What follows belongs to an exercise in optimizing a design on an open flow for small area; a production flow would make more cautious choices.
RTL that was checked went through simulation tests only; none was proved equivalent to the original.
Power is estimated from default activity; no workload was simulated.

v29:
## udp_echo_top
module udp_echo_top (
    input  logic                     clk,
    input  logic                     rst,
    input  logic                     i_hdr_valid,
    input  udp_proto_pkg::ip_addr_t  i_src_ip,
    input  udp_proto_pkg::udp_port_t i_src_port,
    input  udp_proto_pkg::udp_port_t i_dst_port,
    input  udp_proto_pkg::udp_len_t  i_length,
    input  logic                     i_pay_valid,
    input  logic [7:0]               i_pay_data,
    input  logic                     i_pay_last,
    input  logic                     i_hdr_ready,
    input  logic                     i_pay_ready,
    output logic                     o_hdr_valid,
    output udp_proto_pkg::ip_addr_t  o_dst_ip,
    output udp_proto_pkg::udp_port_t o_src_port,
    output udp_proto_pkg::udp_port_t o_dst_port,
    output udp_proto_pkg::udp_len_t  o_length,
    output logic                     o_pay_valid,
    output logic [7:0]               o_pay_data,
    output logic                     o_pay_last
);
Size in the first run: ~800 flip-flops, about 0.030 sq mm of cells after synthesis.
Settings: LEC_CHECK=0, CAP_MARGIN=20, CORE_MARGIN=2, CORE_UTILIZATION=75, CTS_BUF_LIST=sky130_fd_sc_hd__clkbuf_8, CTS_CLUSTER_SIZE=30, PLACE_DENSITY=0.8, SLEW_MARGIN=20; clock period 8.0 ns.
run.sh (not shown) runs the stock make flow with config.mk's settings and CLKGATE_MAP_FILE= SYNTH_SCRIPT=/design/flow/synth_recipe.tcl, a recipe that flattens the netlist after the stock synthesis.
v29 completed; timing, DRC and antenna clean
Input-level comparison between v23 and v29:
Settings: PLACE_DENSITY removed (was 0.8); CTS_CLUSTER_SIZE changed from 30 to 20; CTS_BUF_LIST changed from sky130_fd_sc_hd__clkbuf_8 to sky130_fd_sc_hd__clkbuf_4; CORE_UTILIZATION changed from 75 to 65.
### Flow results
- Multi-input gate share of total cell area is lower on v23
- v23 vs v29: upper clock frequency limit down
- On core utilization: between v29 and v23, it ends up lower for v23.
- From v29 to v23 the numbers moved as follows: detailed route wirelength on metal2 -9.0%, global routing usage on met1 -5.2 points.
- v23 vs v29, estimated wirelength of the detail-placed design went up by about 1.5%.
- Taking v29 as the reference point, the sequential share of layout area of v23 falls by 0.74 points.
- Relative max-transition margin is higher on v29
- Met1 layer wirelength in the final routing delta for v23 relative to v29: 2.0 mm higher
- v23: design area is about 1.1% higher than what v29 reported.
- Min maximum level of the CTS H-tree across v29 and v23: v29
## Diff of input files: v31 against v23
Settings: changing CORE_UTILIZATION from 65 to 80; changing CTS_CLUSTER_SIZE from 20 to 25; changing CTS_BUF_LIST from sky130_fd_sc_hd__clkbuf_4 to sky130_fd_sc_hd__clkbuf_4 sky130_fd_sc_hd__clkbuf_8; setting CTS_CLUSTER_DIAMETER to 100 for the first time; setting PLACE_DENSITY to 0.85 for the first time.
- detailed placement: v31 exited with error
- As far as synthesized cell count goes, v23 and v31 are indistinguishable; the numbers are identical.
- From v23 to v31 the numbers moved as follows: fraction of registers with async set/reset stayed essentially flat, cell row count fell by about 10%, boundary pin count stayed essentially flat, routability congestion estimate rose by about 6%.
- Initial core utilization: v31 vs v23 up 15 points
### v31 -> v9
Settings: CTS_CLUSTER_SIZE changed from 25 to 40; CTS_CLUSTER_DIAMETER changed from 100 to 150; CTS_BUF_LIST changed from sky130_fd_sc_hd__clkbuf_4 sky130_fd_sc_hd__clkbuf_8 to sky130_fd_sc_hd__clkbuf_8.
### Flow results
As the logs show, v9 stopped at detailed placement after a tool error, so it never reached the end of the flow. v9 vs. v31: unique cell type count in the Yosys netlist ~0 delta; area of the mapped netlist held steady; sum of net half-perimeters after detailed placement neither gained nor lost much; average instance area after synthesis was more or less identical. Post-synthesis async set-or-reset flop share came out exactly the same in v9 and v31. From v31 to v9 the numbers moved as follows: count of buffers from port buffering shows no meaningful change; weighted congestion at the end of routability-driven global placement shows no meaningful change. Reported for v9 and v31, initial core utilization turned out identical to the last digit. Comparing v31 against v9, there is no change at all in count of flip-flops with a built-in enable after synthesis. Diff v31 -> v9: overall die width essentially unchanged; synthesized cell count essentially unchanged.
No run of this note included a check of the RTL's function; only the layout flow was run.

========
The RTL this note starts from:
==> flow/design.v <==
package udp_proto_pkg;
    typedef logic [31:0] ip_addr_t;
    typedef logic [15:0] udp_port_t;
    typedef logic [15:0] udp_len_t;
    localparam udp_port_t ECHO_PORT = 16'd1234;
    localparam udp_len_t UDP_HDR_BYTES = 16'd8;
endpackage
package echo_buf_pkg;
    localparam int PAYLOAD_DEPTH = 64;
    localparam int HDR_DEPTH = 4;
    localparam int PAYLOAD_CNT_W = $clog2(PAYLOAD_DEPTH + 1);
    localparam int LEN_W = 6;
endpackage
`timescale 1ns/1ps
module aoi3_sel (
    input  logic [2:0] i_d,
    input  logic [2:0] i_sel,
    output logic       o_qn
);
    assign o_qn = !(|(i_d & i_sel));
endmodule
module sel5_bit (
    input  logic [4:0] i_d,
    input  logic [4:0] i_sel,
    output logic       o_q
);
    assign o_q = |(i_d & i_sel);
endmodule
module sel6_bit (
    input  logic [5:0] i_d,
    input  logic [5:0] i_sel,
    output logic       o_q
);
    assign o_q = |(i_d & i_sel);
endmodule
`timescale 1ns/1ps
module udp_echo_top (
    input  logic                     clk,
    input  logic                     rst,
    input  logic                     i_hdr_valid,
    input  udp_proto_pkg::ip_addr_t  i_src_ip,
    input  udp_proto_pkg::udp_port_t i_src_port,
    input  udp_proto_pkg::udp_port_t i_dst_port,
    input  udp_proto_pkg::udp_len_t  i_length,
    input  logic                     i_pay_valid,
    input  logic [7:0]               i_pay_data,
    input  logic                     i_pay_last,
    input  logic                     i_hdr_ready,
    input  logic                     i_pay_ready,
    output logic                     o_hdr_valid,
    output udp_proto_pkg::ip_addr_t  o_dst_ip,
    output udp_proto_pkg::udp_port_t o_src_port,
    output udp_proto_pkg::udp_port_t o_dst_port,
    output udp_proto_pkg::udp_len_t  o_length,
    output logic                     o_pay_valid,
    output logic [7:0]               o_pay_data,
    output logic                     o_pay_last
);
    localparam int LEN_W = echo_buf_pkg::LEN_W;    
    localparam int HW    = 32 + 16 + LEN_W;    
    function automatic logic [6:0] step7(input logic [6:0] q, input logic up, input logic dn);
        logic [6:0] t;
        logic       all1;
        logic       all0;
        for (int i = 0; i < 7; i++) begin
            all1 = 1'b1;
            all0 = 1'b1;
            for (int j = 0; j < i; j++) begin
                all1 = all1 & q[j];
                all0 = all0 & !q[j];
            end
            t[i] = (up & all1) | (dn & all0);
        end
        step7 = q ^ t;
    endfunction
    function automatic logic [2:0] step3(input logic [2:0] q, input logic up, input logic dn);
        logic [2:0] t;
        t[0] = up | dn;
        t[1] = (up & q[0]) | (dn & !q[0]);
        t[2] = (up & q[0] & q[1]) | (dn & !q[0] & !q[1]);
        step3 = q ^ t;
    endfunction
    function automatic logic le7(input logic [6:0] a, input logic [6:0] b);
        logic gt;
        logic eq;
        gt = 1'b0;
        eq = 1'b1;
        for (int i = 6; i >= 0; i--) begin
            gt = gt | (eq & a[i] & !b[i]);
            eq = eq & (a[i] == b[i]);
        end
        le7 = !gt;
    endfunction
    logic                 pass;      
    logic                 hdr_wr;    
    logic                 admit;
    logic                 len_ok;
    logic                 queue_ok;
    logic                 pay_wr;
    logic [2:0]           hn;
    logic [3:0][HW-1:0]   hq;
    logic                 pending;
    logic                 hdr_empty;
    logic                 hdr_rd;
    logic [6:0]           fr;
    logic [63:0][7:0]     pq;
    logic                 pay_rd;
    logic [LEN_W-1:0]     len_q;     
    logic                 tx_idle;
    assign len_ok   = (i_length[15:7] == '0) && (i_length[6:3] != '0) &&
                      le7(i_length[6:0], fr);
    assign queue_ok = (hn != 3'd4) || (hdr_wr && tx_idle);
    assign admit    = i_hdr_valid && (i_dst_port == udp_proto_pkg::ECHO_PORT) &&
                      len_ok && queue_ok;
    assign pay_wr    = pass && i_pay_valid;
    assign pending   = pass || hdr_wr;
    assign hdr_empty = (hn == 3'd0) || (hn == 3'd1 && pending);
    assign tx_idle   = !o_hdr_valid && !o_pay_valid;
    assign hdr_rd    = tx_idle && !hdr_empty;
    assign pay_rd    = o_pay_valid && i_pay_ready;
    always_ff @(posedge clk) begin
        if (rst) begin
            pass        <= 1'b0;
            hdr_wr      <= 1'b0;
            hn          <= '0;
            fr          <= 7'd72;
            o_hdr_valid <= 1'b0;
            o_pay_valid <= 1'b0;
        end else begin
            if (i_hdr_valid) begin
                pass <= admit;
            end else if (i_pay_valid && i_pay_last) begin
                pass <= 1'b0;
            end
            hdr_wr <= pass && i_pay_valid && i_pay_last;
            hn     <= step3(hn, admit && !hdr_rd, hdr_rd && !admit);
            fr     <= step7(fr, pay_rd && !pay_wr, pay_wr && !pay_rd);
            if (hdr_rd) begin
                o_hdr_valid <= 1'b1;
            end else if (o_hdr_valid && i_hdr_ready) begin
                o_hdr_valid <= 1'b0;
                o_pay_valid <= 1'b1;
            end else if (pay_rd && o_pay_last) begin
                o_pay_valid <= 1'b0;
            end
        end
    end
    always_ff @(posedge clk) begin
        if (admit) begin
            hq <= {hq[2:0], hq[3]};
            hq[1] <= {i_src_ip, i_src_port, i_length[LEN_W-1:0]};
        end
        if (pay_wr) begin
            pq <= {pq[62:0], pq[63]};
            pq[1] <= i_pay_data;
        end
    end
    logic [3:0]       hsel;
    logic [4:0]       osel;      
    logic [47:0]      ohdr_q;
    logic [47:0]      ohdr_d;
    logic [63:0]      psel;
    logic [7:0]       pay_head;
    always_comb begin
        hsel = '0;
        hsel[hn[1:0]] = 1'b1;
        osel = {!hdr_rd, hsel & {4{hdr_rd}}};
        for (int k = 0; k < 64; k++) begin
            psel[k] = (fr[5:0] == 6'(8 - k));
        end
    end
    logic [5:0]       lsel;
    logic [LEN_W-1:0] len_dec;
    logic [LEN_W-1:0] len_d;
    assign lsel    = {!(hdr_rd || pay_rd), pay_rd, hsel & {4{hdr_rd}}};
    assign len_dec = 6'(step7({1'b0, len_q}, 1'b0, 1'b1));
    for (genvar b = 0; b < LEN_W; b++) begin : g_lsel
        sel6_bit u_sel (
            .i_d   ({len_q[b], len_dec[b], hq[3][b], hq[2][b], hq[1][b], hq[0][b]}),
            .i_sel (lsel),
            .o_q   (len_d[b])
        );
    end
    for (genvar b = 0; b < 48; b++) begin : g_osel
        sel5_bit u_sel (
            .i_d   ({ohdr_q[b], hq[3][LEN_W+b], hq[2][LEN_W+b], hq[1][LEN_W+b], hq[0][LEN_W+b]}),
            .i_sel (osel),
            .o_q   (ohdr_d[b])
        );
    end
    always_ff @(posedge clk) begin
        ohdr_q <= ohdr_d;
        len_q  <= len_d;
    end
    assign o_dst_ip   = ohdr_q[47:16];
    assign o_dst_port = ohdr_q[15:0];
    for (genvar b = 0; b < 8; b++) begin : g_pbit
        logic [20:0] grp_n;
        for (genvar g = 0; g < 21; g++) begin : g_grp
            aoi3_sel u_aoi (
                .i_d   ({pq[3*g+2][b], pq[3*g+1][b], pq[3*g][b]}),
                .i_sel (psel[3*g +: 3]),
                .o_qn  (grp_n[g])
            );
        end
        assign pay_head[b] = !(&grp_n) || (pq[63][b] && psel[63]);
    end
    assign o_src_port = udp_proto_pkg::ECHO_PORT;
    assign o_length   = {9'b0, (len_q <= LEN_W'(8)), len_q};
    assign o_pay_data = pay_head;
    assign o_pay_last = (len_q == LEN_W'(9));
endmodule
Settings: LEC_CHECK=0, CAP_MARGIN=5, CORE_MARGIN=2, CORE_UTILIZATION=45, PLACE_DENSITY=0.5, SLEW_MARGIN=5, SYNTH_HIERARCHICAL=1; clock period 8.0 ns.
standard.sh (not shown) runs the stock make flow with config.mk's settings and CLKGATE_MAP_FILE= SYNTH_SCRIPT=/design/flow/synth_recipe.tcl, a recipe that flattens the netlist after the stock synthesis.
==> flow/flow/run.sh <==
#!/bin/bash
# Standard ORFS layout with two changes: the port buffers are the smallest
# plain buffer (buf_1) and CTS builds larger sink clusters without dummy loads.
set -euo pipefail
cd "$(dirname "$0")/.."
export BUFFER_PORTS_ARGS="-buffer_cell sky130_fd_sc_hd__buf_1"
export CTS_ARGS="-sink_clustering_enable -repair_clock_nets -sink_clustering_size 15 -sink_clustering_max_diameter 70 -buf_list sky130_fd_sc_hd__clkbuf_8 -dont_use_dummy_load"
bash standard.sh > standard_make.log 2>&1
Change:
- CAP_MARGIN: 5 -> 20
- CORE_UTILIZATION: 45 -> 50
- GPL_TIMING_DRIVEN: default -> 0
- PLACE_DENSITY: 0.5 -> 0.55
- SLEW_MARGIN: 5 -> 20
Result: Routed wire length goes down by a few percent. Combinational power went up by roughly a tenth. Design area came out higher by a few percent. Non-clock buffer count is higher by 75. Setup slack got worse by 0.64 ns.
Change:
- CORE_UTILIZATION: 50 -> 45
- GPL_TIMING_DRIVEN: 0 -> default
- PLACE_DENSITY: 0.55 -> 0.65
Result: The changed run finished with timing, DRC and antenna clean. Synthesized cell count does not change. Register-to-register slack gains 0.74 ns. Global-route usage came out lower by 2.7 points. Routed wire length came out lower by 1.3%. Critical path depth drops by 2. Clock-buffer cell count is higher by 1. Die area goes up by 11%.
Change:
==> flow/flow/run.sh (replaced) <==
#!/bin/bash
# Standard ORFS layout with two changes: the port buffers are the smallest
# plain buffer (buf_1) and CTS builds larger sink clusters without dummy loads.
set -euo pipefail
cd "$(dirname "$0")/.."
export BUFFER_PORTS_ARGS="-buffer_cell sky130_fd_sc_hd__buf_1"
export CTS_ARGS="-sink_clustering_enable -repair_clock_nets -sink_clustering_size 17 -sink_clustering_max_diameter 55 -buf_list sky130_fd_sc_hd__clkbuf_8 -dont_use_dummy_load"
bash standard.sh > standard_make.log 2>&1
- PLACE_DENSITY: 0.65 -> 0.5
Sequential cell count does not change.
Final area came out higher slightly.
Sequential share of layout area came out lower by 0.25 points.
Synthesized area does not change.
Register-to-register slack gains 0.10 ns.
Change:
==> flow/flow/run.sh (replaced) <==
#!/bin/bash
# Standard ORFS layout with two changes: the port buffers are the smallest
# plain buffer (buf_1) and CTS builds larger sink clusters without dummy loads.
set -euo pipefail
cd "$(dirname "$0")/.."
export BUFFER_PORTS_ARGS="-buffer_cell sky130_fd_sc_hd__buf_1"
export CTS_ARGS="-sink_clustering_enable -repair_clock_nets -sink_clustering_size 15 -sink_clustering_max_diameter 70 -buf_list sky130_fd_sc_hd__clkbuf_8 -dont_use_dummy_load"
bash standard.sh > standard_make.log 2>&1
=> Setup slack degrades by 0.061 ns; clock-buffer cell count decreases by 7; synthesized cell count is unchanged; power drops by about 1.9%; critical path depth does not change; maximum frequency shrinks by 1.1%; area after synthesis does not change; combinational power stays flat; die area stays the same.

-- port drivers added, routing unchanged --
The results above use ideal ports. As a check the final layouts listed here were re-extracted and re-timed, cells and wires unchanged.
Step 1 assumes that a clkbuf_16 drives the clock port and a buf_2 every other input.
Step 2 moves the port delays by t, midway between the first and last clock arrival at a register: inputs arrive t later, outputs are due t later. That takes back most of the time a late clock gives input paths.
Three values: no drivers, after step 1, after step 2; two values: the first two.
run	t, ns	slack for setup (ns)	hold WS [ns]	worst data-port slew with drivers (ns)
v29	0.724	2.607 / 2.554 / 2.684	0.435 / 0.435 / 0.435	0.09
v23	1.087	1.933 / 1.878 / 2.759	0.429 / 0.429 / 0.429	0.11
the first run of note 2	0.724	2.274 / 2.215 / 2.939	0.446 / 0.446 / 0.446	0.11
the second run of note 2	0.704	1.631 / 1.575 / 2.279	0.385 / 0.385 / 0.385	0.09
the third run of note 2	0.726	2.256 / 2.194 / 2.920	0.387 / 0.387 / 0.387	0.09
the fourth run of note 2	0.700	2.335 / 2.275 / 2.975	0.414 / 0.414 / 0.414	0.11
the fifth run of note 2	0.724	2.274 / 2.215 / 2.939	0.446 / 0.446 / 0.446	0.11
After both steps every run listed still meets setup and hold.
